From an optimization exercise on the open Yosys and OpenROAD flow, aimed at a short achievable clock period and few clock cycles per item; shortcuts taken in it are not production practice.
Function was checked by simulation only, so behaviour that the tests miss may differ from the original.
No activity file was given, so power comes from the tool's default toggle rates.

==> flow/design.v <==
package lbpt_pkg;
    localparam int TAG_W  = 24;
    localparam int SLOT_W = 6;
    typedef enum logic [1:0] {
        ACT_ACCESS,
        ACT_DIRTY,
        ACT_FREE,
        ACT_FLUSH
    } action_t;
    typedef enum logic [2:0] {
        ST_HIT,
        ST_MISS_FREE,
        ST_MISS_EVICT,
        ST_DIRTY_SET,
        ST_FREED,
        ST_NOT_RES,
        ST_FLUSH_ENTRY,
        ST_FLUSH_EMPTY
    } status_t;
    typedef enum logic [3:0] {
        S_IDLE,
        S_SCAN,
        S_DEC,
        S_WSTK,
        S_WVIC,
        S_EMIT,
        S_FSRCH,
        S_FRD,
        S_FEMIT
    } fsm_t;
endpackage
module lbpt_ram #(
    parameter int W = 8,
    parameter int D = 16
) (
    input  logic                 clk,
    input  logic                 we,
    input  logic [$clog2(D)-1:0] waddr,
    input  logic [W-1:0]         wdata,
    input  logic [$clog2(D)-1:0] raddr,
    output logic [W-1:0]         rdata
);
    logic [W-1:0] mem_reg [D];
    logic [W-1:0] rdata_reg;
    always_ff @(posedge clk)
    begin
        if (we)
        begin
            mem_reg[waddr] <= wdata;
        end
        rdata_reg <= mem_reg[raddr];
    end
    assign rdata = rdata_reg;
endmodule
module lru_buffer_pool_tags_core #(
    parameter int SLOTS = 16
) (
    input  logic              clk,
    input  logic              rst_n,
    input  logic              in_valid,
    output logic              in_ready,
    input  logic [1:0]        action,
    input  logic [lbpt_pkg::TAG_W-1:0]  block_number,
    output logic              out_valid,
    input  logic              out_ready,
    output logic [2:0]        status,
    output logic [lbpt_pkg::SLOT_W-1:0] slot,
    output logic [lbpt_pkg::TAG_W-1:0]  resident_block,
    output logic [lbpt_pkg::TAG_W-1:0]  evicted_block,
    output logic              write_back,
    output logic              last
);
    localparam int SW = $clog2(SLOTS);
    localparam int CW = $clog2(SLOTS + 1);
    localparam int TW = lbpt_pkg::TAG_W;
    localparam int RW = 3 + SW + TW + TW + 2;
    logic              s0_v;
    logic [1:0]        s0_act;
    logic [TW-1:0]     s0_blk;
    logic [SLOTS-1:0]  hit_v;
    logic              any_hit;
    logic              nrdy_reg;
    logic [SLOTS-1:0]            valid_reg;
    logic [SLOTS-1:0]            dirty_reg;
    logic [SLOTS-1:0][TW-1:0]    tag_reg;
    logic [SLOTS-1:0][SLOTS-1:0] ord_reg;
    logic [SLOTS-1:0][SLOTS-1:0] ord;
    logic [SLOTS-1:0][SW-1:0]    stk_reg;
    logic [CW-1:0]               nv_reg;
    logic                        full_reg, empty_reg, one_reg;
    logic              fl_busy;
    logic [SLOTS-1:0]  rem_reg;
    logic [CW-1:0]     left_reg;
    logic              fldone_reg;
    logic              f_v;
    logic [2:0]        f_st;
    logic [SW-1:0]     f_sl;
    logic [TW-1:0]     f_res;
    logic              f_fl;
    logic [SLOTS-1:0]  f_oh;
    logic [TW-1:0]     f_evc;
    logic              f_wb;
    logic              f_last;
    logic [TW-1:0]     f_tag;
    logic              f_enc;
    logic              f_ev;
    logic [SW-1:0]     f_bin;
    logic              f_go;
    logic              f_v_next;
    logic              o_v, k_v;
    logic [RW-1:0]     o_r, k_r;
    logic [SW-1:0]     hit_bin;
    logic [SLOTS-1:0]  top_oh;
    logic [SW-1:0]     top_bin;
    logic [SLOTS-1:0]  vic_oh;
    logic [TW-1:0]     vic_tag;
    logic              vic_dirty;
    logic [SLOTS-1:0]  msel;
    logic [SLOTS-1:0]  nxt_oh;
    logic              fl_last;
    logic              go;
    logic              done;
    logic              is_acc, is_drt, is_fre, is_flu;
    logic              upd_acc, inc, dec;
    logic [SLOTS-1:0]  sel;
    logic [SLOTS-1:0]  tag_we;
    logic [SLOTS-1:0]  valid_next;
    logic [CW-1:0]     nv_next;
    logic              full_next, empty_next, one_next;
    logic              busy_next;
    logic [CW-1:0]     left_next;
    logic              fldone_next;
    logic [SLOTS-1:0]  eq_in;
    logic              same_in;
    logic [SLOTS-1:0]  hit_next;
    logic              s0_v_next;
    logic              flu_next;
    logic              k_v_next;
    logic [RW-1:0]     res;
    logic [2:0]        r_st;
    logic [SW-1:0]     r_sl;
    logic [TW-1:0]     r_res;
    logic              r_wb;
    logic              r_last;
    assign is_acc = (s0_act == 2'd0);
    assign is_drt = (s0_act == 2'd1);
    assign is_fre = (s0_act == 2'd2);
    assign is_flu = (s0_act == 2'd3);
    always_comb
    begin
        for (int i = 0; i < SLOTS; i++)
        begin
            for (int j = 0; j < SLOTS; j++)
            begin
                if (i < j)      ord[i][j] = ord_reg[i][j];
                else if (i > j) ord[i][j] = !ord_reg[j][i];
                else            ord[i][j] = 1'b0;
            end
        end
    end
    always_comb
    begin
        for (int i = 0; i < SLOTS; i++)
        begin
            vic_oh[i] = 1'b1;
            for (int j = 0; j < SLOTS; j++)
            begin
                if (j != i && ord[i][j]) vic_oh[i] = 1'b0;
            end
        end
    end
    always_comb
    begin
        for (int i = 0; i < SLOTS; i++)
        begin
            nxt_oh[i] = rem_reg[i];
            for (int j = 0; j < SLOTS; j++)
            begin
                if (j != i && rem_reg[j] && !ord[i][j]) nxt_oh[i] = 1'b0;
            end
        end
    end
    assign fl_last = fl_busy ? (left_reg == CW'(1)) : one_reg;
    assign top_bin = stk_reg[0];
    always_comb
    begin
        for (int i = 0; i < SLOTS; i++)
        begin
            top_oh[i] = (top_bin == SW'(i));
        end
    end
    always_comb
    begin
        hit_bin   = '0;
        vic_tag   = '0;
        vic_dirty = 1'b0;
        for (int i = 0; i < SLOTS; i++)
        begin
            if (hit_v[i])  hit_bin = hit_bin | SW'(i);
            if (vic_oh[i]) vic_tag = vic_tag | tag_reg[i];
            if (vic_oh[i]) vic_dirty = vic_dirty | dirty_reg[i];
        end
    end
    assign any_hit  = |hit_v;
    assign go       = s0_v && (!f_v || !k_v);
    assign f_go     = f_v && !k_v;
    assign done     = go && (!is_flu || fldone_reg);
    assign in_ready = !nrdy_reg;
    assign upd_acc  = go && is_acc;
    assign inc      = upd_acc && !any_hit && !full_reg;
    assign dec      = go && is_fre && any_hit;
    assign msel   = full_reg ? vic_oh : top_oh;
    assign sel    = any_hit ? hit_v : msel;
    assign tag_we = (upd_acc && !any_hit) ? msel : '0;
    always_comb
    begin
        r_st   = 3'd0;
        r_sl   = '0;
        r_res  = '0;
        r_wb   = 1'b0;
        r_last = 1'b1;
        case (s0_act)
            2'd0:
            begin
                r_res = s0_blk;
                if (any_hit)
                begin
                    r_st = 3'd0;
                    r_sl = hit_bin;
                end
                else if (!full_reg)
                begin
                    r_st = 3'd1;
                    r_sl = top_bin;
                end
                else
                begin
                    r_st  = 3'd2;
                    r_wb  = vic_dirty;
                end
            end
            2'd1, 2'd2:
            begin
                if (any_hit)
                begin
                    r_st  = is_drt ? 3'd3 : 3'd4;
                    r_sl  = hit_bin;
                    r_res = s0_blk;
                end
                else
                begin
                    r_st = 3'd5;
                end
            end
            default:
            begin
                if (empty_reg)
                begin
                    r_st = 3'd7;
                end
                else
                begin
                    r_st   = 3'd6;
                    r_wb   = 1'b1;
                    r_last = fl_last;
                end
            end
        endcase
    end
    always_comb
    begin
        valid_next = valid_reg;
        if (upd_acc && !any_hit) valid_next = valid_reg | msel;
        if (dec) valid_next = valid_reg & ~hit_v;
        nv_next    = nv_reg;
        full_next  = full_reg;
        empty_next = empty_reg;
        one_next   = one_reg;
        if (inc)
        begin
            nv_next    = nv_reg + CW'(1);
            full_next  = (nv_reg == CW'(SLOTS - 1));
            empty_next = 1'b0;
            one_next   = (nv_reg == CW'(0));
        end
        else if (dec)
        begin
            nv_next    = nv_reg - CW'(1);
            full_next  = 1'b0;
            empty_next = (nv_reg == CW'(1));
            one_next   = (nv_reg == CW'(2));
        end
    end
    always_comb
    begin
        busy_next = fl_busy;
        left_next = left_reg;
        if (go && is_flu && !empty_reg)
        begin
            busy_next = !fl_last;
            left_next = (fl_busy ? left_reg : nv_reg) - CW'(1);
        end
        fldone_next = busy_next ? (left_next == CW'(1)) : (empty_next || one_next);
    end
    always_comb
    begin
        for (int i = 0; i < SLOTS; i++)
        begin
            eq_in[i] = (tag_reg[i] == block_number);
        end
    end
    assign same_in = (block_number == s0_blk);
    always_comb
    begin
        for (int i = 0; i < SLOTS; i++)
        begin
            hit_next[i] = valid_next[i] && (tag_we[i] ? same_in : eq_in[i]);
        end
    end
    assign s0_v_next = in_ready ? in_valid : (s0_v && !done);
    assign flu_next  = in_ready ? (action == 2'd3) : is_flu;
    assign f_v_next  = go || (f_v && k_v);
    assign k_v_next  = (!o_v || out_ready) ? 1'b0 : (k_v || f_go);
    always_ff @(posedge clk or negedge rst_n)
    begin
        if (!rst_n)
        begin
            s0_v     <= 1'b0;
            nrdy_reg <= 1'b0;
        end
        else
        begin
            s0_v     <= s0_v_next;
            nrdy_reg <= s0_v_next && !((!f_v_next || !k_v_next) && (!flu_next || fldone_next));
        end
    end
    always_ff @(posedge clk)
    begin
        if (in_ready)
        begin
            s0_act  <= action;
            s0_blk  <= block_number;
            hit_v   <= hit_next;
        end
    end
    always_ff @(posedge clk or negedge rst_n)
    begin
        if (!rst_n)
        begin
            valid_reg  <= '0;
            nv_reg     <= '0;
            full_reg   <= 1'b0;
            empty_reg  <= 1'b1;
            one_reg    <= 1'b0;
            fl_busy    <= 1'b0;
            left_reg   <= '0;
            rem_reg    <= '0;
            fldone_reg <= 1'b1;
        end
        else
        begin
            valid_reg  <= valid_next;
            nv_reg     <= nv_next;
            full_reg   <= full_next;
            empty_reg  <= empty_next;
            one_reg    <= one_next;
            fl_busy    <= busy_next;
            left_reg   <= left_next;
            rem_reg    <= busy_next ? (go ? (rem_reg & ~nxt_oh) : rem_reg) : valid_next;
            fldone_reg <= fldone_next;
        end
    end
    always_ff @(posedge clk or negedge rst_n)
    begin
        if (!rst_n)
        begin
            dirty_reg <= '0;
            for (int i = 0; i < SLOTS; i++)
            begin
                stk_reg[i] <= SW'(SLOTS - 1 - i);
            end
            ord_reg   <= '0;
        end
        else if (go)
        begin
            case (s0_act)
                2'd0:
                begin
                    for (int i = 0; i < SLOTS; i++)
                    begin
                        for (int j = 0; j < SLOTS; j++)
                        begin
                            if (i < j)
                            begin
                                if (sel[i])      ord_reg[i][j] <= 1'b1;
                                else if (sel[j]) ord_reg[i][j] <= 1'b0;
                            end
                        end
                    end
                    if (!any_hit)
                    begin
                        dirty_reg <= dirty_reg & ~msel;
                        if (!full_reg)
                        begin
                            for (int i = 0; i < SLOTS - 1; i++)
                            begin
                                stk_reg[i] <= stk_reg[i + 1];
                            end
                        end
                    end
                end
                2'd1:
                begin
                    dirty_reg <= dirty_reg | hit_v;
                end
                2'd2:
                begin
                    if (any_hit)
                    begin
                        dirty_reg <= dirty_reg & ~hit_v;
                        stk_reg[0] <= hit_bin;
                        for (int i = 1; i < SLOTS; i++)
                        begin
                            stk_reg[i] <= stk_reg[i - 1];
                        end
                    end
                end
                default:
                begin
                end
            endcase
        end
    end
    always_ff @(posedge clk)
    begin
        for (int i = 0; i < SLOTS; i++)
        begin
            if (tag_we[i]) tag_reg[i] <= s0_blk;
        end
    end
    always_ff @(posedge clk or negedge rst_n)
    begin
        if (!rst_n)
        begin
            f_v <= 1'b0;
        end
        else
        begin
            f_v <= f_v_next;
        end
    end
    always_ff @(posedge clk)
    begin
        if (go)
        begin
            f_st   <= r_st;
            f_sl   <= r_sl;
            f_res  <= r_res;
            f_fl   <= is_flu && !empty_reg;
            f_enc  <= (is_flu && !empty_reg) || (is_acc && !any_hit && full_reg);
            f_ev   <= is_acc && !any_hit && full_reg;
            f_oh   <= is_flu ? nxt_oh : vic_oh;
            f_evc  <= vic_tag;
            f_wb   <= r_wb;
            f_last <= r_last;
        end
    end
    always_comb
    begin
        f_tag = '0;
        f_bin = '0;
        for (int i = 0; i < SLOTS; i++)
        begin
            if (f_oh[i]) f_tag = f_tag | tag_reg[i];
            if (f_oh[i]) f_bin = f_bin | SW'(i);
        end
    end
    assign res = {f_st, f_enc ? f_bin : f_sl, f_fl ? f_tag : f_res,
                  f_ev ? f_evc : TW'(0), f_wb, f_last};
    always_ff @(posedge clk or negedge rst_n)
    begin
        if (!rst_n)
        begin
            o_v <= 1'b0;
            k_v <= 1'b0;
        end
        else
        begin
            o_v <= (!o_v || out_ready) ? (k_v || f_go) : 1'b1;
            k_v <= k_v_next;
        end
    end
    always_ff @(posedge clk)
    begin
        if (!o_v || out_ready)
        begin
            o_r <= k_v ? k_r : res;
        end
        if (!k_v)
        begin
            k_r <= res;
        end
    end
    assign out_valid = o_v;
    assign {status, slot, resident_block, evicted_block, write_back, last} =
        {o_r[RW-1 -: 3], 2'b00, o_r[RW-4 -: SW], o_r[2*TW+1:0]};
endmodule
==> flow/run.sh <==
#!/bin/bash
# synth_recipe.tcl (not shown) runs the flow's synth.tcl, then flattens the netlist and writes it again
# the make line also repeats each setting of config.mk as NAME=value (left out here)
make -C /OpenROAD-flow-scripts/flow DESIGN_CONFIG=/design/flow/config.mk WORK_HOME=/design/flow/orfs CLKGATE_MAP_FILE= SYNTH_SCRIPT=/design/flow/synth_recipe.tcl finish
==> flow/config.mk <==
export PLATFORM = sky130hd
export DESIGN_NAME = lru_buffer_pool_tags_core
export DESIGN_NICKNAME = lru_buffer_pool_tags_core
export VERILOG_FILES = /design/flow/design.v
export SDC_FILE = /design/flow/constraint.sdc
export NUM_CORES = 4
export LEC_CHECK = 0
export ABC_CLOCK_PERIOD_IN_PS = 1500
export CAP_MARGIN = 20
export CORE_MARGIN = 2
export CORE_UTILIZATION = 40
export SETUP_SLACK_MARGIN = 3.0
export SLEW_MARGIN = 20
==> flow/constraint.sdc <==
create_clock -name core_clock -period 5.0 [get_ports {clk}]
set_input_delay 1.0000 -clock core_clock [delete_from_list [all_inputs] [get_ports {clk}]]
set_output_delay 1.0000 -clock core_clock [all_outputs]
set_load 0.01 [all_outputs]
==> results of run 1 <==
-- cell type report --
type / instances / area share, %
well taps: 1380 / 2.89
inverters: 50 / 0.613
repair inverters: 17 / 0.607
repair buffers: 758 / 16.8
multi-input cells: 2272 / 33.2
clock buffers: 125 / 4.36
diodes: 25 / 0.105
clock inverters: 43 / 0.665
flip-flops and latches: 868 / 40.8
-- cells in the final DEF (no fill, tap or decap), drive strengths merged, types with 98 or more instances in the layout --
master / netlist / routed
buf: 50 / 725
edfxtp: 559 / 559
nand2: 325 / 327
xor2: 240 / 240
dfrtp: 218 / 218
a22oi: 209 / 209
o21ai: 179 / 180
xnor2: 173 / 173
clkbuf: 189 / 136
nand4: 124 / 124
a22o: 110 / 110
nor4: 109 / 109
a21o: 98 / 98
-- power by group --
part           switching [mW]  internal (mW)  leakage [nW]
registers                1.94           9.41          8.67
clock network            3.11           3.89          1.48
logic                    5.86           4.41          12.3
-- worst max-delay path: stages --
cell and delay, ns:
clkdlybuf4s15_2 0.20, buf_12 0.15, buf_12 0.14, xnor2_1 0.62, nand4_1 0.31, nor3_2 0.72
nand3_2 0.17, o21ai_2 0.10
-- cells by family (layout without fill, tap and decap cells) --
family                     after synthesis  count (layout)  synth area share (%)
DFF                                    868             868                  58.6
and+or+nand+nor                        865             873                  11.6
other                                    1              27               0.00905
adders and majority gates               11              11                 0.332
muxes                                   85              85                  2.08
xor gates and xnor gates               413             413                  8.73
AOI/OAI and AO/OA                      885             888                  15.8
buffers and inverters                  289             993                  2.82
-- metal layers --
layer	vias to the layer above	wire length, um	global-route usage [%]
met5	-	1030	6.61
met4	34	23300	27.2
met3	1576	44700	24.7
met2	4695	87700	53.9
met1	19600	79900	50.9
li1	14500	-	-
-- worst max-delay path by stage --
stage	end	slack [ns]
floorplan	hit_v[1]	2.72
global placement	hit_v[14]	0.87
detailed placement	hit_v[9]	0.92
CTS	in_ready	2.41
global route	nrdy_reg	2.32
finish	hit_v[8]	2.12
-- repair_timing --
action                                  4_1_cts  5_1_grt
resized for setup                          1431      429
gates cloned                                 93       11
buffers inserted                            367      129
endpoints found under the setup margin      939      885
pin swaps                                   307      215
-- stage by stage --
step           setup slack, ns  total power [mW]  instance area, sq um
3_3_place_gp             0.875              16.9                 44200
4_1_cts                   2.41              26.4                 56600
6_report                  2.12              28.6                 59800
3_5_place_dp             0.924              16.9                 44200
5_1_grt                   2.32              29.0                 59800
2_1_floorplan             2.72              14.1                 42300
==> impl_metrics.env, run 1 <==
export IMPL_status="timing/DRC/antenna clean"
export IMPL_drtPass1Iterations=22
export IMPL_final_util_pct=58.0
export IMPL_multi_input_area_sq_mm=0.0199
export IMPL_synthTopCellsByArea="edfxtp_1 41%, dfrtp_1 13%, xor2_1 5.1%, a22oi_1 3.8%, xnor2_1 3.7%"
export IMPL_netlist_instances=3417
export IMPL_reg2regPathDepth=6
export IMPL_drive_gt1_share_pct=39.8
export IMPL_drt_initial_drc_count=9422
export IMPL_crit_type="in2reg"
export IMPL_grt_ovfl_total=0
export IMPL_crit_required_ns=5.56
export IMPL_maxCapViolCount=0
export IMPL_endpoint_kind="flip-flop"
export IMPL_numPortBuffers=88
export IMPL_detail_route_wl_per_cell_um=42.7
export IMPL_grtUsageTotal_pct=41.6
export IMPL_layout_cells_non_filler=5538
export IMPL_antenna_found_initial=29
export IMPL_start_util_pct=40.2
export IMPL_ys_seq_area_share_pct=58.6
export IMPL_relSlewSlack_pct=17.5
export IMPL_ios=91
export IMPL_layout_worst_path_cycle_share_pct=57.7
export IMPL_whs_ns=0.260
export IMPL_ir_drop_v=0.000288
export IMPL_powerDensity_mw_per_mm2=478
export IMPL_reg2reg_slack_ns=2.22
export IMPL_drc=0
export IMPL_grt_pass1_wl_mm=306
export IMPL_setup_tns_final_ns=0
export IMPL_r2r_start="ord[37]"
export IMPL_fmax_mhz=347
export IMPL_n_fill_cell=7860
export IMPL_hold_viol_final=0
export IMPL_setup_viol=0
export IMPL_synth_flop_cell="edfxtp_1"
export IMPL_ys_warn_count=1
export IMPL_cts_root_buffer="clkbuf_16"
export IMPL_syn_area_per_cell_sq_um=12.1
export IMPL_async_flop_share_pct=29.0
export IMPL_start_kind="input port"
export IMPL_ys_seq_elements=868
export IMPL_clock_sinks=868
export IMPL_rows=118
export IMPL_cp_arrival_ns=3.45
export IMPL_ctsHoldBuffers=0
export IMPL_vias=40400
export IMPL_yosysUniqueCellTypes=88
export IMPL_first_global_vias=36100
export IMPL_crit_fanout=8
export IMPL_design_core_area_sq_mm=0.103
export IMPL_ant_nets=0
export IMPL_die_w_um=326
export IMPL_finalMaxSlewViolations=0
export IMPL_routed_wl_mm=237
export IMPL_leakagePower_nw=22.4
export IMPL_dieArea_sq_mm=0.106
export IMPL_synth_edf_count=559
export IMPL_synth_common_cells="559 x edfxtp_1, 321 x nand2_1, 240 x xor2_1, 218 x dfrtp_1, 209 x a22oi_1"
export IMPL_yosysTopAreaCell="edfxtp_1"
export IMPL_fp_dieH_um=326
export IMPL_nNetsFinal=4097
export IMPL_r2r_end="f_evc[18]"
export IMPL_seq_area_sq_mm=0.0244
export IMPL_skew_ns=0.0510
export IMPL_setup_worst_path_start="block_number[9]"
export IMPL_min_path_type="in2async"
export IMPL_synth_most_common_cell="edfxtp_1"
export IMPL_place_congestion=1.07
export IMPL_cts_buffers=89
export IMPL_htreeDepth=3
export IMPL_insertion_delay_ns=0.72
export IMPL_area_delta_synth_final_pct=44.4
export IMPL_dp_hpwl_mm=124
export IMPL_place_inst=4745
export IMPL_vias_per_cell=7.30
export IMPL_rsz0062_at_grt="true"
export IMPL_min_period_ns=2.88
export IMPL_cts_tree="yes"
export IMPL_max_clock_path_buffers=3
export IMPL_synth_top_cell_area_share_pct=40.5
export IMPL_tightestPinTransition_ns=1.23
export IMPL_synthesis_area_sq_mm=0.0414
export IMPL_largest_reg_flops=384
export IMPL_cts_clk_slew_worst_paths_ns=0.07
export IMPL_grt_max_degree=103
Testbench counts, summed over its fixed seeds: cycles 15,248, items 12,000.
==> inputs of run 2 (changes only) <==
--- a/flow/design.v
+++ b/flow/design.v
@@ -211,7 +211,7 @@
     assign dec      = go && is_fre && any_hit;
     assign msel   = full_reg ? vic_oh : top_oh;
     assign sel    = any_hit ? hit_v : msel;
-    assign tag_we = (upd_acc && !any_hit) ? msel : '0;
+    assign tag_we = !upd_acc ? '0 : (!full_reg ? top_oh : (any_hit ? '0 : vic_oh));
     always_comb
     begin
         r_st   = 3'd0;
==> run 2 against run 1 <==
Net effect: flip-flop and latch count stayed put; combinational power is 7% higher; synthesized area is 0.30% lower; cell count is 0.42% higher; highest routed layer unchanged.
==> impl_metrics.env, run 2 <==
export IMPL_status="timing/DRC/antenna clean"
export IMPL_skew_ns=0.0384
export IMPL_ant_nets=0
export IMPL_min_path_type="in2async"
export IMPL_start_kind="flip-flop"
export IMPL_yosysUniqueCellTypes=77
export IMPL_hold_viol_final=0
export IMPL_die_w_um=325
export IMPL_first_global_vias=36300
export IMPL_detail_route_wl_per_cell_um=41.4
export IMPL_largest_reg_flops=384
export IMPL_cts_root_buffer="clkbuf_16"
export IMPL_dp_hpwl_mm=130
export IMPL_design_core_area_sq_mm=0.102
export IMPL_ctsHoldBuffers=0
export IMPL_clock_sinks=868
export IMPL_ys_seq_area_share_pct=58.8
export IMPL_setup_viol=0
export IMPL_setup_tns_final_ns=0
export IMPL_synth_common_cells="559 x edfxtp_1, 283 x nand2_1, 272 x xor2_1, 218 x dfrtp_1, 212 x clkbuf_1"
export IMPL_grt_max_degree=92
export IMPL_start_util_pct=40.5
export IMPL_routed_wl_mm=230
export IMPL_fp_dieH_um=325
export IMPL_vias_per_cell=7.10
export IMPL_final_common_cell="edfxtp_1"
export IMPL_ys_warn_count=1
export IMPL_relSlewSlack_pct=30.6
export IMPL_fmax_mhz=358
export IMPL_area_delta_synth_final_pct=45.4
export IMPL_ir_drop_v=0.000322
export IMPL_synthesis_area_sq_mm=0.0413
export IMPL_cp_arrival_ns=3.05
export IMPL_tightestPinTransition_ns=1.04
export IMPL_maxCapViolCount=0
export IMPL_yosysTopAreaCell="edfxtp_1"
export IMPL_max_clock_path_buffers=3
export IMPL_drtPass1Iterations=11
export IMPL_synth_top_cell_area_share_pct=40.6
export IMPL_crit_required_ns=5.26
export IMPL_synthTopCellsByArea="edfxtp_1 41%, dfrtp_1 13%, xor2_1 5.8%, xnor2_1 3.0%, dfxtp_1 2.8%"
export IMPL_insertion_delay_ns=0.71
export IMPL_htreeDepth=3
export IMPL_rsz0062_at_grt="true"
export IMPL_synth_most_common_cell="edfxtp_1"
export IMPL_cts_clk_slew_worst_paths_ns=0.07
export IMPL_cts_tree="yes"
export IMPL_cts_buffers=93
export IMPL_grt_pass1_wl_mm=306
export IMPL_rows=117
export IMPL_leakagePower_nw=22.6
export IMPL_netlist_instances=3422
export IMPL_vias=39500
export IMPL_crit_type="reg2reg"
export IMPL_drt_initial_drc_count=7752
export IMPL_antenna_found_initial=27
export IMPL_layout_common_cells="559 x edfxtp_1, 278 x buf_4, 259 x xor2_1"
export IMPL_syn_area_per_cell_sq_um=12.1
export IMPL_async_flop_share_pct=29.0
export IMPL_drive_gt1_share_pct=41.4
export IMPL_powerDensity_mw_per_mm2=509
export IMPL_place_congestion=1.13
export IMPL_grtUsageTotal_pct=41.4
export IMPL_ys_seq_elements=868
export IMPL_layout_worst_path_cycle_share_pct=55.8
export IMPL_nNetsFinal=4146
export IMPL_numPortBuffers=88
export IMPL_synth_flop_cell="edfxtp_1"
export IMPL_dieArea_sq_mm=0.106
export IMPL_grt_ovfl_total=0
export IMPL_whs_ns=0.278
export IMPL_finalMaxSlewViolations=0
export IMPL_endpoint_kind="flip-flop"
export IMPL_ios=91
export IMPL_min_period_ns=2.79
export IMPL_synth_edf_count=559
export IMPL_drc=0
export IMPL_crit_fanout=13
-- run 2: cell count changes after synthesis, sizes merged, moves of 18 or more --
| cell | delta |
|---|---|
| xor2 | +32 |
| xnor2 | -32 |
| a22oi | -57 |
| nand2 | -41 |
| buf | -18 |
| nor2 | +74 |
| o21ai | -84 |
| clkbuf | +23 |
| a21oi | +106 |
| a221oi | +43 |
-- run 2: power breakdown --
part           switching (mW)  internal (mW)  total [mW]
Sequential               2.41           9.66        12.1
Combinational            6.12           4.89        11.0
Clock                    3.12           4.39        7.51
Total                    11.6           18.9        30.6
-- run 2: cell families after synthesis --
logic type,count (synthesis),synth area share (%)
simple gates,864,11.2
buf+inv,287,2.70
compound gates,895,16.1
xor+xnor,413,8.76
fa+ha+maj,11,0.333
flops,868,58.8
mux,83,2.08
other cells,1,0.00908
-- run 2: metal layers --
metal  up-vias  GRT usage (%)  routed length (um)
met2      4226           55.3               88600
met4        40           25.2               19200
met3      1307           20.6               40400
met5         -           1.45                 578
li1      14600              -                   -
met1     19300           53.1               81600
-- run 2: final cells by class --
| type | count | area (sq um) |
|---|---|---|
| timing repair buffer | 811 | 10500 |
| inverter | 43 | 191 |
| timing repair inverter | 2 | 17.5 |
| sequential | 868 | 24400 |
| tap | 1368 | 1710 |
| antenna | 8 | 20.0 |
| fill | 7692 | 42000 |
| clock inverter | 43 | 594 |
| clock buffer | 132 | 2680 |
| multi-input combinational | 2286 | 20000 |
-- run 2: path summary, 6_finish.rpt --
kind | start | to | slack [ns] | depth (start not counted)
setup reg to reg | ord[175] | f_evc[7] | 2.21 | 8
setup / recovery | ord[175] | f_evc[7] | 2.21 | 8
hold reg to reg | k_r[40] | k_r[40] | 0.45 | 2
hold / removal | rst_n | ord[62] | 0.28 | 1
max in group asynchronous | rst_n | ord[59] | 3.63 | 2
min in group core_clock | k_r[40] | k_r[40] | 0.45 | 2
-- run 2: worst max-delay path, stage by stage (launching register included) --
cell	delay, ns
dfrtp_2	0.48
nand4b_1	0.19
nor4_4	0.07
buf_6	0.13
buf_16	0.16
a222oi_1	0.36
nand2_1	0.16
a221oi_2	0.30
nand4_1	0.46
-- run 2: repair_timing --
action	in CTS	in global routing
setup buffers	423	101
endpoints found under the setup margin	894	866
resized for setup	1457	341
pin swaps	352	235
gates cloned	85	4
-- run 2: per-stage QoR --
step | setup WS (ns) | utilization (%) | instances | power, mW | instance area, sq um
3_5_place_dp | 0.816 | 43.6 | 4765 | 17.9 | 44500
2_1_floorplan | 2.45 | - | 3423 | 14.9 | 42300
4_1_cts | 2.43 | 56.5 | 5448 | 28.6 | 57600
5_1_grt | 2.20 | 58.8 | 5554 | 31.2 | 60000
6_report | 2.21 | 58.8 | 5561 | 30.6 | 60000
3_3_place_gp | 0.831 | 43.6 | 4764 | 17.8 | 44500
Testbench counts of run 2, summed over its fixed seeds: cycles 15,248, items 12,000.
==> inputs of run 3 (changes only) <==
--- a/flow/design.v
+++ b/flow/design.v
@@ -75,7 +75,7 @@
     localparam int TW = lbpt_pkg::TAG_W;
     localparam int RW = 3 + SW + TW + TW + 2;
     logic              s0_v;
-    logic [1:0]        s0_act;
+    logic              s0_acc, s0_drt, s0_fre, s0_flu;
     logic [TW-1:0]     s0_blk;
     logic [SLOTS-1:0]  hit_v;
     logic              any_hit;
@@ -105,10 +105,11 @@
     logic              f_enc;
     logic              f_ev;
     logic [SW-1:0]     f_bin;
-    logic              f_go;
-    logic              f_v_next;
-    logic              o_v, k_v;
-    logic [RW-1:0]     o_r, k_r;
+    logic              o_v, k1_v, k2_v;
+    logic [RW-1:0]     o_r, k1_r, k2_r;
+    logic              pop;
+    logic [1:0]        q_cnt, q_next;
+    logic              room_reg;
     logic [SW-1:0]     hit_bin;
     logic [SLOTS-1:0]  top_oh;
     logic [SW-1:0]     top_bin;
@@ -135,17 +136,16 @@
     logic [SLOTS-1:0]  hit_next;
     logic              s0_v_next;
     logic              flu_next;
-    logic              k_v_next;
     logic [RW-1:0]     res;
     logic [2:0]        r_st;
     logic [SW-1:0]     r_sl;
     logic [TW-1:0]     r_res;
     logic              r_wb;
     logic              r_last;
-    assign is_acc = (s0_act == 2'd0);
-    assign is_drt = (s0_act == 2'd1);
-    assign is_fre = (s0_act == 2'd2);
-    assign is_flu = (s0_act == 2'd3);
+    assign is_acc = s0_acc;
+    assign is_drt = s0_drt;
+    assign is_fre = s0_fre;
+    assign is_flu = s0_flu;
     always_comb
     begin
         for (int i = 0; i < SLOTS; i++)
@@ -201,11 +201,10 @@
             if (vic_oh[i]) vic_dirty = vic_dirty | dirty_reg[i];
         end
     end
-    assign any_hit  = |hit_v;
-    assign go       = s0_v && (!f_v || !k_v);
-    assign f_go     = f_v && !k_v;
+    assign go       = s0_v && room_reg;
     assign done     = go && (!is_flu || fldone_reg);
     assign in_ready = !nrdy_reg;
+    assign any_hit  = |hit_v;
     assign upd_acc  = go && is_acc;
     assign inc      = upd_acc && !any_hit && !full_reg;
     assign dec      = go && is_fre && any_hit;
@@ -219,9 +218,8 @@
         r_res  = '0;
         r_wb   = 1'b0;
         r_last = 1'b1;
-        case (s0_act)
-            2'd0:
-            begin
+        if (is_acc)
+        begin
                 r_res = s0_blk;
                 if (any_hit)
                 begin
@@ -238,9 +236,9 @@
                     r_st  = 3'd2;
                     r_wb  = vic_dirty;
                 end
-            end
-            2'd1, 2'd2:
-            begin
+        end
+        else if (is_drt || is_fre)
+        begin
                 if (any_hit)
                 begin
                     r_st  = is_drt ? 3'd3 : 3'd4;
@@ -251,9 +249,9 @@
                 begin
                     r_st = 3'd5;
                 end
-            end
-            default:
-            begin
+        end
+        else
+        begin
                 if (empty_reg)
                 begin
                     r_st = 3'd7;
@@ -264,8 +262,7 @@
                     r_wb   = 1'b1;
                     r_last = fl_last;
                 end
-            end
-        endcase
+        end
     end
     always_comb
     begin
@@ -319,8 +316,9 @@
     end
     assign s0_v_next = in_ready ? in_valid : (s0_v && !done);
     assign flu_next  = in_ready ? (action == 2'd3) : is_flu;
-    assign f_v_next  = go || (f_v && k_v);
-    assign k_v_next  = (!o_v || out_ready) ? 1'b0 : (k_v || f_go);
+    assign pop    = o_v && out_ready;
+    assign q_cnt  = {1'b0, o_v} + {1'b0, k1_v} + {1'b0, k2_v};
+    assign q_next = q_cnt - {1'b0, pop} + {1'b0, f_v};
     always_ff @(posedge clk or negedge rst_n)
     begin
         if (!rst_n)
@@ -331,14 +329,17 @@
         else
         begin
             s0_v     <= s0_v_next;
-            nrdy_reg <= s0_v_next && !((!f_v_next || !k_v_next) && (!flu_next || fldone_next));
+            nrdy_reg <= s0_v_next && !((q_next + {1'b0, go} <= 2'd2) && (!flu_next || fldone_next));
         end
     end
     always_ff @(posedge clk)
     begin
         if (in_ready)
         begin
-            s0_act  <= action;
+            s0_acc  <= (action == 2'd0);
+            s0_drt  <= (action == 2'd1);
+            s0_fre  <= (action == 2'd2);
+            s0_flu  <= (action == 2'd3);
             s0_blk  <= block_number;
             hit_v   <= hit_next;
         end
@@ -383,8 +384,7 @@
         end
         else if (go)
         begin
-            case (s0_act)
-                2'd0:
+            if (is_acc)
                 begin
                     for (int i = 0; i < SLOTS; i++)
                     begin
@@ -409,11 +409,11 @@
                         end
                     end
                 end
-                2'd1:
+            else if (is_drt)
                 begin
                     dirty_reg <= dirty_reg | hit_v;
                 end
-                2'd2:
+            else if (is_fre)
                 begin
                     if (any_hit)
                     begin
@@ -425,10 +425,6 @@
                         end
                     end
                 end
-                default:
-                begin
-                end
-            endcase
         end
     end
     always_ff @(posedge clk)
@@ -446,24 +442,21 @@
         end
         else
         begin
-            f_v <= f_v_next;
+            f_v <= go;
         end
     end
     always_ff @(posedge clk)
     begin
-        if (go)
-        begin
-            f_st   <= r_st;
-            f_sl   <= r_sl;
-            f_res  <= r_res;
-            f_fl   <= is_flu && !empty_reg;
-            f_enc  <= (is_flu && !empty_reg) || (is_acc && !any_hit && full_reg);
-            f_ev   <= is_acc && !any_hit && full_reg;
-            f_oh   <= is_flu ? nxt_oh : vic_oh;
-            f_evc  <= vic_tag;
-            f_wb   <= r_wb;
-            f_last <= r_last;
-        end
+        f_st   <= r_st;
+        f_sl   <= r_sl;
+        f_res  <= r_res;
+        f_fl   <= is_flu && !empty_reg;
+        f_enc  <= (is_flu && !empty_reg) || (is_acc && !any_hit && full_reg);
+        f_ev   <= is_acc && !any_hit && full_reg;
+        f_oh   <= is_flu ? nxt_oh : vic_oh;
+        f_evc  <= vic_tag;
+        f_wb   <= r_wb;
+        f_last <= r_last;
     end
     always_comb
     begin
@@ -481,24 +474,32 @@
     begin
         if (!rst_n)
         begin
-            o_v <= 1'b0;
-            k_v <= 1'b0;
+            o_v      <= 1'b0;
+            k1_v     <= 1'b0;
+            k2_v     <= 1'b0;
+            room_reg <= 1'b1;
         end
         else
         begin
-            o_v <= (!o_v || out_ready) ? (k_v || f_go) : 1'b1;
-            k_v <= k_v_next;
+            o_v      <= (q_next >= 2'd1);
+            k1_v     <= (q_next >= 2'd2);
+            k2_v     <= (q_next >= 2'd3);
+            room_reg <= (q_next + {1'b0, go} <= 2'd2);
         end
     end
     always_ff @(posedge clk)
     begin
-        if (!o_v || out_ready)
+        if (pop)
         begin
-            o_r <= k_v ? k_r : res;
+            o_r  <= k1_v ? k1_r : res;
+            k1_r <= k2_v ? k2_r : res;
+            k2_r <= res;
         end
-        if (!k_v)
+        else
         begin
-            k_r <= res;
+            if (!o_v)       o_r  <= res;
+            else if (!k1_v) k1_r <= res;
+            else if (!k2_v) k2_r <= res;
         end
     end
     assign out_valid = o_v;
==> run 3 against run 2 <==
Net effect: utilization decreased by 1.3 points; clock-buffer cell count decreased by 2; combinational power about the same; synthesized cell count increased by 14%; clock skew decreased by 0.0011 ns; synthesized area increased by 9.9%; register-to-register slack improved by 0.11 ns; sequential share of layout area decreased by 0.36 points; maximum frequency increased by 4.1%; largest cell class unchanged.
==> impl_metrics.env, run 3 <==
export IMPL_drc=0
export IMPL_ys_warn_count=1
export IMPL_netlist_instances=3890
export IMPL_setup_viol=0
export IMPL_final_common_cell="edfxtp_1"
export IMPL_min_period_ns=2.68
export IMPL_dieArea_sq_mm=0.116
export IMPL_tightestPinTransition_ns=1.04
export IMPL_max_clock_path_buffers=3
export IMPL_ctsHoldBuffers=0
export IMPL_place_area_sq_mm=0.0487
export IMPL_skew_ns=0.0373
export IMPL_cp_arrival_ns=3.25
export IMPL_reg2reg_slack_ns=2.32
export IMPL_setup_tns_final_ns=0
export IMPL_grt_pass1_wl_mm=321
export IMPL_ant_nets=0
export IMPL_async_flop_share_pct=27.3
export IMPL_drive_gt1_share_pct=38.9
export IMPL_crit_fanout=6
export IMPL_max_stage_delay_ns=0.56
export IMPL_ir_drop_v=0.000418
export IMPL_place_congestion=1.07
export IMPL_crit_required_ns=5.57
export IMPL_maxCapViolCount=0
export IMPL_cts_root_buffer="clkbuf_16"
export IMPL_rows=123
export IMPL_ys_seq_elements=929
export IMPL_drt_initial_drc_count=7503
export IMPL_hold_viol_final=0
export IMPL_crit_type="reg2reg"
export IMPL_routed_wl_mm=245
export IMPL_synth_most_common_cell="edfxtp_1"
export IMPL_synth_top_cell_area_share_pct=39.6
export IMPL_min_path_type="in2async"
export IMPL_numPortBuffers=88
export IMPL_start_kind="flip-flop"
export IMPL_dp_hpwl_mm=139
export IMPL_largest_reg_flops=384
export IMPL_area_delta_synth_final_pct=42.8
export IMPL_cts_buffers=100
export IMPL_powerDensity_mw_per_mm2=493
export IMPL_htreeDepth=3
export IMPL_rsz0062_at_grt="true"
export IMPL_detail_route_wl_per_cell_um=40.1
export IMPL_vias=42500
export IMPL_leakagePower_nw=24.1
export IMPL_ios=91
export IMPL_yosysTopAreaCell="edfxtp_1"
export IMPL_path_depth=11
export IMPL_nNetsFinal=4552
export IMPL_stdcell_area_sq_mm=0.0648
export IMPL_endpoint_kind="flip-flop"
export IMPL_path_cells="nor4_4 -> and4_1 -> buf_6 -> o21ai_4 -> buf_12 -> buf_16 -> nor2_4 -> buf_6 -> buf_6 -> or4_4 -> a21oi_2"
export IMPL_design_core_area_sq_mm=0.112
export IMPL_r2r_start="hit_v[13]"
export IMPL_antenna_found_initial=17
export IMPL_vias_per_cell=6.96
export IMPL_reg2regPathDepth=11
export IMPL_cts_tree="yes"
export IMPL_layout_common_cells="598 x edfxtp_1, 336 x nand2_1, 269 x xor2_1"
export IMPL_finalMaxSlewViolations=0
export IMPL_insertion_delay_ns=0.73
export IMPL_yosysUniqueCellTypes=78
export IMPL_r2r_end="hit_v[4]"
export IMPL_grtUsageTotal_pct=39.4
export IMPL_synth_common_cells="598 x edfxtp_1, 407 x nand2_1, 275 x xor2_1, 219 x dfrtp_1, 202 x clkbuf_1"
export IMPL_crit_path_top_delay_cell="edfxtp_1"
export IMPL_cpMostUsedCell="buf_6"
export IMPL_clock_sinks=929
export IMPL_cpLargestDelayFamily="simple AND/OR/NAND/NOR gates"
export IMPL_synth_edf_count=598
export IMPL_synthesis_area_sq_mm=0.0454
export IMPL_synth_flop_cell="edfxtp_1"
export IMPL_drtPass1Iterations=11
export IMPL_cp_num_buf_inv=5
export IMPL_ys_seq_area_share_pct=57.1
export IMPL_status="timing/DRC/antenna clean"
export IMPL_layout_worst_path_cycle_share_pct=53.6
export IMPL_die_w_um=341
export IMPL_relSlewSlack_pct=30.5
export IMPL_cts_clk_slew_worst_paths_ns=0.07
export IMPL_fp_dieH_um=341
export IMPL_start_util_pct=40.3
export IMPL_grt_max_degree=82
export IMPL_fmax_mhz=373
export IMPL_syn_area_per_cell_sq_um=11.7
export IMPL_grt_ovfl_total=0
export IMPL_first_global_vias=38800
export IMPL_synthTopCellsByArea="edfxtp_1 40%, dfrtp_1 12%, xor2_1 5.3%, dfxtp_1 3.4%, nand2_1 3.4%"
run 3: kinds of logic (layout without fill, tap and decap cells):
family / count (synthesis) / after routing / synth area share [%]
AND/OR/NAND/NOR: 1002 / 1009 / 11.3
multiplexers: 167 / 167 / 3.86
XOR/XNOR: 417 / 417 / 8.05
adder cells (fa/ha/maj): 10 / 10 / 0.292
flip-flops: 929 / 929 / 57.1
buffers and inverters: 340 / 1030 / 2.99
other: 1 / 11 / 0.00827
AO/OA/AOI/OAI: 1024 / 1036 / 16.4
run 3: worst max path at each step:
stage / to / start / slack [ns]
2_1_floorplan: nrdy_reg / out_ready / 2.15
3_3_place_gp: hit_v[13] / block_number[14] / 0.88
3_5_place_dp: hit_v[13] / block_number[14] / 0.89
4_1_cts: in_ready / nrdy_reg / 2.38
5_1_grt: flip-flop / hit_v[6] / 2.33
6_report: hit_v[4] / hit_v[13] / 2.32
run 3: where the power goes:
| group | internal [mW] | total, mW | switching, mW |
|---|---|---|---|
| logic | 4.89 | 11.1 | 6.26 |
| clock network | 4.58 | 8.01 | 3.43 |
| registers | 10.4 | 12.7 | 2.31 |
| total | 19.9 | 31.9 | 12.0 |
run 3: metrics by stage:
stage               worst slack, ns  cells  power (mW)  utilization, %  hold slack [ns]
floorplan                      2.15   3891        16.1               -            0.447
global placement              0.883   5338        19.3            43.3            0.431
detailed placement            0.895   5338        19.3            43.3            0.433
CTS                            2.38   5973        29.9            54.7            0.286
global route                   2.33   6101        32.6            57.6            0.319
finish                         2.32   6109        31.9            57.6            0.288
run 3: layout make-up:
class                   count  area, sq um
fillers                  8745        47700
flip-flops and latches    929        26100
multi-input cells        2641        22600
repair buffers            776        10400
clock buffers             130         2850
well taps                1500         1880
clock inverters            60          662
inverters                  63          280
diodes                      9         22.5
repair inverters            1         5.00
run 3: metal layers:
layer,global-route usage (%),up-vias,share of wire [%]
met1,49.6,20700,35
met5,0,-,0.22
met3,19.2,1433,16
met4,23.1,22,8.6
met2,54.5,4289,39
li1,-,16100,-
run 3: timing repair:
action,4_1_cts,5_1_grt
gates resized for setup,1334,454
pin swaps,360,209
endpoints found under the setup margin,1070,902
setup buffers,366,111
cloned,79,16
Testbench counts of run 3, summed over its fixed seeds: cycles 15,248, items 12,000.
==> inputs of run 4 (changes only) <==
--- a/flow/config.mk
+++ b/flow/config.mk
@@ -9,5 +9,5 @@
 export CAP_MARGIN = 20
 export CORE_MARGIN = 2
 export CORE_UTILIZATION = 40
-export SETUP_SLACK_MARGIN = 3.0
+export SETUP_SLACK_MARGIN = 2.3
 export SLEW_MARGIN = 20
==> run 4 against run 3 <==
Net effect: register-to-register slack lost 0.10 ns; setup slack worse by 0.10 ns; worst hold slack better by 0.0033 ns; global-route usage shrank 5.1 points; combinational power decreased by 36%; sequential share of layout area grew 8.4 points; cell count down 8.2%; critical path type unchanged; non-clock buffer count down 480; still clean on timing, DRC and antenna; utilization down 10 points; clock skew about the same; die area stayed put; highest routed layer unchanged.
==> impl_metrics.env, run 4 <==
export IMPL_numPortBuffers=88
export IMPL_clock_sinks=929
export IMPL_dp_hpwl_mm=140
export IMPL_first_global_vias=34500
export IMPL_min_period_ns=2.78
export IMPL_cts_root_buffer="clkbuf_16"
export IMPL_hold_viol_final=0
export IMPL_grtUsageTotal_pct=34.3
export IMPL_min_path_type="in2async"
export IMPL_start_util_pct=40.3
export IMPL_layout_cells_non_filler=5607
export IMPL_place_congestion=1.04
export IMPL_fmax_mhz=359
export IMPL_stdcell_area_sq_mm=0.0533
export IMPL_synthesis_area_sq_mm=0.0454
export IMPL_ant_nets=0
export IMPL_grt_max_degree=121
export IMPL_setup_viol=0
export IMPL_max_clock_path_buffers=3
export IMPL_drtPass1Iterations=10
export IMPL_relSlewSlack_pct=23.8
export IMPL_syn_area_per_cell_sq_um=11.7
export IMPL_async_flop_share_pct=27.3
export IMPL_yosysUniqueCellTypes=78
export IMPL_vias=36900
export IMPL_synth_top_cell_area_share_pct=39.6
export IMPL_finalMaxSlewViolations=0
export IMPL_tightestPinTransition_ns=1.13
export IMPL_place_worst_setup_slack_ns=0.709
export IMPL_drt_initial_drc_count=6443
export IMPL_drive_gt1_share_pct=15.6
export IMPL_synth_most_common_cell="edfxtp_1"
export IMPL_synth_common_cells="598 x edfxtp_1, 407 x nand2_1, 275 x xor2_1, 219 x dfrtp_1, 202 x clkbuf_1"
export IMPL_ios=91
export IMPL_drc=0
export IMPL_crit_fanout=14
export IMPL_netlist_instances=3890
export IMPL_whs_ns=0.291
export IMPL_cts_tree="yes"
export IMPL_ctsHoldBuffers=0
export IMPL_crit_type="reg2reg"
export IMPL_grt_pass1_wl_mm=281
export IMPL_largest_reg_flops=384
export IMPL_nNetsFinal=4054
export IMPL_layout_worst_path_cycle_share_pct=55.7
export IMPL_powerDensity_mw_per_mm2=515
export IMPL_synth_edf_count=598
export IMPL_layout_common_cells="598 x edfxtp_1, 405 x nand2_1, 273 x xor2_1"
export IMPL_vias_per_cell=6.57
export IMPL_ys_seq_area_share_pct=57.1
export IMPL_cp_arrival_ns=3.13
export IMPL_skew_ns=0.0376
export IMPL_synth_flop_cell="edfxtp_1"
export IMPL_leakagePower_nw=19.2
export IMPL_routed_wl_mm=204
export IMPL_place_inst=5337
export IMPL_cts_buffers=101
export IMPL_ys_seq_elements=929
export IMPL_final_common_cell="edfxtp_1"
export IMPL_detail_route_wl_per_cell_um=36.4
export IMPL_fp_dieH_um=341
export IMPL_cts_clk_slew_worst_paths_ns=0.06
export IMPL_die_w_um=341
export IMPL_insertion_delay_ns=0.70
export IMPL_fin_ws_ns=2.22
export IMPL_htreeDepth=3
export IMPL_status="timing/DRC/antenna clean"
export IMPL_design_core_area_sq_mm=0.112
export IMPL_ir_drop_v=0.000395
export IMPL_crit_required_ns=5.34
export IMPL_place_area_sq_mm=0.0484
export IMPL_synthTopCellsByArea="edfxtp_1 40%, dfrtp_1 12%, xor2_1 5.3%, dfxtp_1 3.4%, nand2_1 3.4%"
export IMPL_start_kind="flip-flop"
export IMPL_area_delta_synth_final_pct=17.4
export IMPL_maxCapViolCount=0
export IMPL_endpoint_kind="flip-flop"
export IMPL_ys_warn_count=1
export IMPL_yosysTopAreaCell="edfxtp_1"
export IMPL_dieArea_sq_mm=0.116
export IMPL_rsz0062_at_grt="true"
export IMPL_rows=123
export IMPL_grt_ovfl_total=0
export IMPL_setup_tns_final_ns=0
export IMPL_antenna_found_initial=15
==> run 4: worst max-delay path, stage by stage (launching register included) <==
cell and delay [ns]:
dfrtp_1 0.55, nor4_1 0.09, and4_2 0.34, buf_4 0.27, a22o_1 0.27, a221oi_1 0.31, nand4_1 0.56
==> run 4: cells by family (layout without fill, tap and decap cells) <==
family | Yosys count | after routing | synth area share, %
compound gates | 1024 | 1024 | 16.4
buf+inv | 340 | 548 | 2.99
fa+ha+maj | 10 | 10 | 0.292
simple gates | 1002 | 1002 | 11.3
flops | 929 | 929 | 57.1
mux | 167 | 167 | 3.86
xor+xnor | 417 | 417 | 8.05
other cells | 1 | 10 | 0.00827
==> run 4: cell type report <==
cell class / instances / area (sq um)
Fill cell: 10100 / 59200
Sequential cell: 929 / 26000
Multi-Input combinational cell: 2622 / 18900
Timing Repair Buffer: 296 / 2920
Clock buffer: 145 / 2830
Tap cell: 1500 / 1880
Clock inverter: 43 / 551
Inverter: 63 / 251
Antenna cell: 8 / 20.0
Timing Repair inverter: 1 / 5.00
==> run 4: stage by stage <==
| step | power, mW | utilization, % |
|---|---|---|
| final | 27.5 | 47.4 |
| after global routing | 28.5 | 47.3 |
| after CTS | 27.2 | 47.0 |
| after detailed placement | 19.2 | 43.1 |
| after global placement | 19.1 | 43.0 |
| after floorplan | 15.9 | - |
==> run 4: repair_timing <==
action,in CTS,in global routing
setup endpoints to repair,736,246
buffers inserted,58,14
cloned,0,2
gates resized for setup,141,91
pin swaps,26,12
==> run 4: routing by layer <==
metal  routed length, um  GRT usage, %  share of wire (%)  vias up
li1                    -             -                  -    15000
met1               82100          47.6                 40    18200
met3               28100          12.7                 14      669
met2               82900          47.9                 41     2887
met5                 540         0.123               0.26        -
met4               10300          14.7                5.0       22
==> run 4: path summary, 6_finish.rpt <==
kind	endpoint	depth (start not counted)	slack, ns	startpoint
min in group core_clock	stk_reg[37]	2	0.48	stk_reg[37]
max reg2reg	f_evc[14]	6	2.22	ord[57]
min	ord[19]	1	0.29	rst_n
min reg2reg	stk_reg[37]	2	0.48	stk_reg[37]
max	f_evc[14]	6	2.22	ord[57]
max in group asynchronous	o_v	2	3.61	rst_n
==> run 4: power breakdown <==
group	total, mW	switching (mW)	internal (mW)
combinational	7.05	4.24	2.80
sequential	12.7	2.32	10.4
clock	7.72	3.24	4.48
total	27.5	9.80	17.7
==> inputs of run 5 (changes only) <==
--- a/flow/design.v
+++ b/flow/design.v
@@ -86,6 +86,8 @@
     logic [SLOTS-1:0][SLOTS-1:0] ord_reg;
     logic [SLOTS-1:0][SLOTS-1:0] ord;
     logic [SLOTS-1:0][SW-1:0]    stk_reg;
+    logic [SW-1:0]               stk_top;
+    logic [SW-1:0]               stk_below;
     logic [CW-1:0]               nv_reg;
     logic                        full_reg, empty_reg, one_reg;
     logic              fl_busy;
@@ -181,7 +183,8 @@
         end
     end
     assign fl_last = fl_busy ? (left_reg == CW'(1)) : one_reg;
-    assign top_bin = stk_reg[0];
+    assign top_bin   = stk_top;
+    assign stk_below = stk_reg[SW'(CW'(SLOTS - 2) - nv_reg)];
     always_comb
     begin
         for (int i = 0; i < SLOTS; i++)
@@ -378,8 +381,9 @@
             dirty_reg <= '0;
             for (int i = 0; i < SLOTS; i++)
             begin
-                stk_reg[i] <= SW'(SLOTS - 1 - i);
+                stk_reg[i] <= SW'(i);
             end
+            stk_top   <= SW'(SLOTS - 1);
             ord_reg   <= '0;
         end
         else if (go)
@@ -402,10 +406,7 @@
                         dirty_reg <= dirty_reg & ~msel;
                         if (!full_reg)
                         begin
-                            for (int i = 0; i < SLOTS - 1; i++)
-                            begin
-                                stk_reg[i] <= stk_reg[i + 1];
-                            end
+                            stk_top <= stk_below;
                         end
                     end
                 end
@@ -418,10 +419,10 @@
                     if (any_hit)
                     begin
                         dirty_reg <= dirty_reg & ~hit_v;
-                        stk_reg[0] <= hit_bin;
-                        for (int i = 1; i < SLOTS; i++)
+                        stk_top <= hit_bin;
+                        if (!full_reg)
                         begin
-                            stk_reg[i] <= stk_reg[i - 1];
+                            stk_reg[SW'(CW'(SLOTS - 1) - nv_reg)] <= stk_top;
                         end
                     end
                 end
==> run 5 against run 4 <==
Net effect: critical path type unchanged; still clean on timing, DRC and antenna; worst hold slack improved by 0.012 ns; setup slack lost 0.071 ns; clock power down 0.6%; clock-buffer cell count is 12 lower; largest power group unchanged; synthesized area grew 0.93%; die area rose by 0.92%.
==> impl_metrics.env, run 5 <==
export IMPL_tightestPinTransition_ns=1.26
export IMPL_syn_area_per_cell_sq_um=11.5
export IMPL_htreeDepth=3
export IMPL_p_sw_share_pct=36.7
export IMPL_setup_viol=0
export IMPL_leakagePower_nw=19.6
export IMPL_largest_reg_flops=384
export IMPL_min_path_type="in2async"
export IMPL_rows=124
export IMPL_nNetsFinal=4139
export IMPL_synthesis_area_sq_mm=0.0458
export IMPL_cts_root_buffer="clkbuf_16"
export IMPL_first_global_vias=35400
export IMPL_yosysTopAreaCell="edfxtp_1"
export IMPL_ys_seq_elements=933
export IMPL_min_period_ns=2.85
export IMPL_max_clock_path_buffers=3
export IMPL_die_w_um=342
export IMPL_ant_nets=0
export IMPL_finalMaxSlewViolations=0
export IMPL_grt_ovfl_total=0
export IMPL_relSlewSlack_pct=15.8
export IMPL_place_area_sq_mm=0.0490
export IMPL_yosysUniqueCellTypes=84
export IMPL_place_congestion=1.08
export IMPL_synth_most_common_cell="edfxtp_1"
export IMPL_fmax_mhz=350
export IMPL_area_delta_synth_final_pct=17.8
export IMPL_crit_path_top_delay_cell="nand4_1"
export IMPL_stdcell_area_sq_mm=0.0539
export IMPL_synth_flop_cell="edfxtp_1"
export IMPL_drtPass1Iterations=9
export IMPL_start_kind="flip-flop"
export IMPL_powerDensity_mw_per_mm2=529
export IMPL_synthTopCellsByArea="edfxtp_1 39%, dfrtp_1 12%, xor2_1 5.3%, nand2_1 3.6%, a22o_1 3.5%"
export IMPL_cts_tree="yes"
export IMPL_layout_common_cells="598 x edfxtp_1, 442 x nand2_1, 275 x xor2_1"
export IMPL_fin_ws_ns=2.15
export IMPL_ys_seq_area_share_pct=56.8
export IMPL_place_inst=5449
export IMPL_async_flop_share_pct=27.7
export IMPL_vias=38200
export IMPL_whs_ns=0.303
export IMPL_crit_fanout=26
export IMPL_intPower_mw=18.1
export IMPL_drive_gt1_share_pct=16.1
export IMPL_cp_arrival_ns=3.16
export IMPL_clock_sinks=933
export IMPL_crit_required_ns=5.31
export IMPL_ios=91
export IMPL_rsz0062_at_grt="true"
export IMPL_cts_buffers=98
export IMPL_setup_tns_final_ns=0
export IMPL_pwr_share_comb_pct=27.0
export IMPL_hold_viol_final=0
export IMPL_design_core_area_sq_mm=0.114
export IMPL_drc=0
export IMPL_status="timing/DRC/antenna clean"
export IMPL_numPortBuffers=88
export IMPL_skew_ns=0.0255
export IMPL_start_util_pct=40.2
export IMPL_layout_cells_non_filler=5704
export IMPL_clockPowerShare_pct=26.9
export IMPL_cts_clk_slew_worst_paths_ns=0.07
export IMPL_crit_type="reg2reg"
export IMPL_ctsHoldBuffers=0
export IMPL_synth_common_cells="598 x edfxtp_1, 444 x nand2_1, 277 x xor2_1, 239 x clkbuf_1, 219 x dfrtp_1"
export IMPL_vias_per_cell=6.70
export IMPL_dieArea_sq_mm=0.117
export IMPL_dp_hpwl_mm=143
export IMPL_routed_wl_mm=207
export IMPL_cp_num_buf_inv=1
export IMPL_pwr_share_seq_pct=46.1
export IMPL_netlist_instances=3989
export IMPL_total_power_mw=28.5
export IMPL_drt_initial_drc_count=7035
export IMPL_path_cells="nor3b_1 -> and4_2 -> buf_12 -> a22o_1 -> a221oi_1 -> and3_1 -> nand4_1"
export IMPL_synth_edf_count=598
export IMPL_cpLargestDelayFamily="simple AND/OR/NAND/NOR gates"
export IMPL_switching_power_mw=10.5
export IMPL_synth_top_cell_area_share_pct=39.2
export IMPL_antenna_found_initial=16
export IMPL_grtUsageTotal_pct=34.8
export IMPL_ys_warn_count=1
export IMPL_detail_route_wl_per_cell_um=36.3
export IMPL_ir_drop_v=0.000294
export IMPL_insertion_delay_ns=0.71
export IMPL_final_common_cell="edfxtp_1"
export IMPL_maxCapViolCount=0
export IMPL_final_util_pct=47.4
export IMPL_fp_dieH_um=342
export IMPL_max_stage_delay_ns=0.58
export IMPL_layout_worst_path_cycle_share_pct=57.1
export IMPL_grt_pass1_wl_mm=287
export IMPL_place_worst_setup_slack_ns=0.846
export IMPL_endpoint_kind="flip-flop"
export IMPL_grt_max_degree=110
-- run 5: changes by cell type after synthesis, moves of 17 or more --
| cell | change |
|---|---|
| o211ai_1 | +28 |
| mux4_2 | +17 |
| a211oi_1 | -26 |
| nand2_1 | +37 |
| clkbuf_1 | +37 |
| nand4_1 | +32 |
| buf_2 | -21 |
| a22oi_1 | -22 |
| o21ai_0 | +25 |
| a41oi_1 | -22 |
| mux2_2 | -17 |
| and3_1 | -18 |
| mux2i_1 | -56 |
| o2bb2ai_1 | +24 |
-- run 5: worst paths after layout --
kind,startpoint,slack [ns],end,cells after the start
max,ord[1],2.15,f_evc[7],7
min,rst_n,0.30,ord[74],1
max reg2reg,ord[1],2.15,f_evc[7],7
min reg2reg,stk_reg[53],0.48,stk_reg[53],2
max in group asynchronous,rst_n,3.51,valid_reg[9],2
min in group core_clock,stk_reg[53],0.48,stk_reg[53],2
-- run 5: cell type report --
class | instances | area [sq um]
timing repair buffer | 285 | 2870
inverter | 60 | 225
sequential | 933 | 26100
tap | 1512 | 1890
antenna | 9 | 22.5
clock buffer | 133 | 2790
multi-input combinational | 2720 | 19500
fill | 10300 | 60000
clock inverter | 52 | 574
-- run 5: cell families after synthesis --
kind of cell	count (synthesis)	synth area share (%)
compound gates	1059	16.6
xor+xnor	418	7.99
fa+ha+maj	11	0.317
buf+inv	338	2.87
flops	933	56.8
mux	111	3.02
other cells	1	0.00819
simple gates	1118	12.4
-- run 5: power groups by stage --
stage / combinational [mW] / sequential [mW] / clock, mW
final: 7.71 / 13.2 / 7.67
after global routing: 8.32 / 13.3 / 8.05
after CTS: 7.42 / 12.9 / 7.74
after detailed placement: 7.16 / 13.1 / 0
after global placement: 7.08 / 13.1 / 0
after floorplan: 4.77 / 11.9 / 0
-- run 5: what timing repair did --
item | CTS | global route
cloned | 1 | 0
resized for setup | 159 | 101
setup buffers | 49 | 11
endpoints found under the hold margin | 0 | 0
setup endpoints to repair | 664 | 311
pin swaps | 23 | 11
-- run 5: layer usage --
layer | vias to the layer above | part of all wire (%) | track usage, %
met5 | - | 0.061 | 0
met4 | 18 | 5.8 | 16.1
met3 | 799 | 14 | 12.0
met2 | 3192 | 41 | 49.1
met1 | 18800 | 39 | 47.8
li1 | 15400 | - | -
Testbench counts of run 5, summed over its fixed seeds: cycles 15,248, items 12,000.
==> inputs of run 6 (changes only) <==
--- a/flow/config.mk
+++ b/flow/config.mk
@@ -9,5 +9,5 @@
 export CAP_MARGIN = 20
 export CORE_MARGIN = 2
 export CORE_UTILIZATION = 40
-export SETUP_SLACK_MARGIN = 2.3
+export SETUP_SLACK_MARGIN = 3.0
 export SLEW_MARGIN = 20
==> run 6 against run 5 <==
Net effect: maximum frequency up 5.4%; still clean; critical endpoint is now k1_r[32]; final area up 24%; clock-buffer cell count is 2 lower.
==> impl_metrics.env, run 6 <==
export IMPL_nNetsFinal=4788
export IMPL_hold_viol_final=0
export IMPL_ys_warn_count=1
export IMPL_crit_required_ns=5.49
export IMPL_endpoint_kind="flip-flop"
export IMPL_multi_input_area_sq_mm=0.0232
export IMPL_cp_arrival_ns=3.20
export IMPL_finalMaxSlewViolations=0
export IMPL_final_common_cell="edfxtp_1"
export IMPL_grtUsageTotal_pct=42.6
export IMPL_routed_wl_mm=265
export IMPL_place_area_sq_mm=0.0492
export IMPL_seq_area_sq_mm=0.0262
export IMPL_htreeDepth=3
export IMPL_status="timing/DRC/antenna clean"
export IMPL_min_period_ns=2.71
export IMPL_layout_worst_path_cycle_share_pct=54.2
export IMPL_setup_viol=0
export IMPL_cts_buffers=103
export IMPL_cts_clk_slew_worst_paths_ns=0.06
export IMPL_cp_num_buf_inv=0
export IMPL_synth_top_cell_area_share_pct=39.2
export IMPL_async_flop_share_pct=27.7
export IMPL_clock_sinks=933
export IMPL_dieArea_sq_mm=0.117
export IMPL_grt_pass1_wl_mm=344
export IMPL_cts_root_buffer="clkbuf_16"
export IMPL_max_stage_delay_ns=0.71
export IMPL_insertion_delay_ns=0.75
export IMPL_netlist_instances=3989
export IMPL_drtPass1Iterations=12
export IMPL_synthTopCellsByArea="edfxtp_1 39%, dfrtp_1 12%, xor2_1 5.3%, nand2_1 3.6%, a22o_1 3.5%"
export IMPL_largest_reg_flops=384
export IMPL_powerDensity_mw_per_mm2=507
export IMPL_ir_drop_v=0.000322
export IMPL_grt_max_degree=106
export IMPL_vias=45500
export IMPL_fmax_mhz=369
export IMPL_layout_common_cells="598 x edfxtp_1, 381 x nand2_1, 356 x buf_4"
export IMPL_synth_most_common_cell="edfxtp_1"
export IMPL_setup_tns_final_ns=0
export IMPL_ctsHoldBuffers=0
export IMPL_ant_nets=0
export IMPL_grt_ovfl_total=0
export IMPL_numPortBuffers=88
export IMPL_fp_dieH_um=342
export IMPL_cpLargestDelayFamily="simple AND/OR/NAND/NOR gates"
export IMPL_place_congestion=1.10
export IMPL_die_w_um=342
export IMPL_ios=91
export IMPL_synth_common_cells="598 x edfxtp_1, 444 x nand2_1, 277 x xor2_1, 239 x clkbuf_1, 219 x dfrtp_1"
export IMPL_ys_seq_elements=933
export IMPL_max_clock_path_buffers=3
export IMPL_path_depth=5
export IMPL_tightestPinTransition_ns=1.11
export IMPL_crit_type="reg2reg"
export IMPL_dp_hpwl_mm=146
export IMPL_crit_fanout=14
export IMPL_maxCapViolCount=0
export IMPL_rows=124
export IMPL_antenna_found_initial=39
export IMPL_final_util_pct=58.7
export IMPL_synth_edf_count=598
export IMPL_ys_seq_area_share_pct=56.8
export IMPL_detail_route_wl_per_cell_um=41.6
export IMPL_first_global_vias=40400
export IMPL_crit_path_top_delay_cell="nand4_1"
export IMPL_drive_gt1_share_pct=40.9
export IMPL_synth_flop_cell="edfxtp_1"
export IMPL_start_kind="flip-flop"
export IMPL_syn_area_per_cell_sq_um=11.5
export IMPL_drc=0
export IMPL_skew_ns=0.0439
export IMPL_rsz0062_at_grt="true"
export IMPL_reg2regPathDepth=5
export IMPL_leakagePower_nw=25.2
export IMPL_stdcell_area_sq_mm=0.0668
export IMPL_whs_ns=0.278
export IMPL_total_power_mw=33.8
export IMPL_cts_tree="yes"
export IMPL_yosysUniqueCellTypes=84
export IMPL_drt_initial_drc_count=8370
export IMPL_yosysTopAreaCell="edfxtp_1"
export IMPL_synthesis_area_sq_mm=0.0458
export IMPL_design_core_area_sq_mm=0.114
export IMPL_vias_per_cell=7.14
export IMPL_min_path_type="in2async"
export IMPL_n_fill_cell=8751
export IMPL_area_delta_synth_final_pct=45.9
export IMPL_start_util_pct=40.2
export IMPL_path_cells="a221oi_1 -> nand4_1 -> mux2i_4 -> o21ai_1 -> and2_1"
export IMPL_relSlewSlack_pct=25.7
==> run 6: cell counts after synthesis <==
Identical to the previous run, type by type.
==> run 6: what timing repair did <==
item                       4_1_cts  5_1_grt
gates resized for setup       1536      352
buffers inserted               486      144
pin swaps                      390      273
cloned                          76       15
setup endpoints to repair     1087      903
==> run 6: kinds of logic after synthesis <==
logic type / synth area share, %
simple gates: 12.4
compound gates: 16.6
flops: 56.8
xor+xnor: 7.99
buf+inv: 2.87
mux: 3.02
fa+ha+maj: 0.317
other cells: 0.00819
==> run 6: stage by stage <==
| step | setup slack (ns) | std cells |
|---|---|---|
| 2_1_floorplan | 1.95 | 3990 |
| 3_3_place_gp | 0.708 | 5433 |
| 3_5_place_dp | 0.695 | 5433 |
| 4_1_cts | 2.38 | 6187 |
| 5_1_grt | 2.42 | 6357 |
| 6_report | 2.29 | 6373 |
==> run 6: layout make-up <==
type / count / share of cell area [%]
Timing Repair Buffer: 913 / 17.4
Sequential cell: 933 / 39.2
Clock buffer: 131 / 4.29
Tap cell: 1512 / 2.83
Antenna cell: 27 / 0.101
Inverter: 60 / 0.375
Multi-Input combinational cell: 2736 / 34.8
Clock inverter: 61 / 1.02
==> run 6: routing by layer <==
layer | GRT usage, % | vias up | wire length (um)
li1 | - | 16900 | -
met1 | 52.9 | 22300 | 91500
met2 | 57.2 | 4670 | 102000
met3 | 22.8 | 1643 | 46100
met4 | 26.8 | 42 | 24100
met5 | 2.53 | - | 829
==> run 6: where the power goes <==
group          total [mW]  internal, mW  leakage [nW]  switching (mW)
combinational        12.6          5.50          14.1            7.07
clock                8.14          4.66          1.75            3.48
sequential           13.1          10.6          9.32            2.52
total                33.8          20.8          25.2            13.1
==> run 6: path summary, 6_finish.rpt <==
path	startpoint	end	slack [ns]
min in group core_clock	stk_reg[62]	stk_reg[62]	0.47
worst min-delay path	rst_n	ord[45]	0.28
worst min register to register	stk_reg[62]	stk_reg[62]	0.47
worst max register to register	f_oh[15]	k1_r[32]	2.29
max in group asynchronous	rst_n	ord[21]	3.59
worst max-delay path	f_oh[15]	k1_r[32]	2.29

## afterwards: timing with drivers on the ports
In the flow no input, the clock included, has a driving cell. The finished layouts below were timed again as built, in two steps.
Step 1 assumes that a clkbuf_16 drives the clock port and a buf_2 every other input.
Step 2 adds t to the input delays and takes it off the output delays; t is the mean of the earliest and latest rising clock arrival at the registers after step 1. Input paths then give back, and output paths get back, about the clock's delay inside the block.
Three values: no drivers, after step 1, after step 2; two values: the first two.
run | t, ns | setup slack, ns | worst register clock-pin slew, ns | worst data-port slew with drivers (ns) | cell pins on the clock port's net
run 1 | 0.767 | 2.116 / 2.169 / 1.402 | 0.09 / 0.09 | 0.15 | 1
run 2 | 0.766 | 2.208 / 2.208 / 1.751 | 0.08 / 0.08 | 0.11 | 1
run 3 | 0.784 | 2.318 / 2.318 / 1.625 | 0.08 / 0.08 | 0.17 | 1
run 4 | 0.760 | 2.217 / 2.217 / 1.486 | 0.08 / 0.08 | 0.16 | 1
run 5 | 0.780 | 2.145 / 2.145 / 1.526 | 0.08 / 0.08 | 0.12 | 1
run 6 | 0.800 | 2.290 / 2.290 / 1.696 | 0.08 / 0.08 | 0.19 | 1
After both steps setup and hold are still met in every run listed. The setup slack of run 4, which loses most, moves by 0.000 ns with the drivers and by -0.731 ns with both steps.
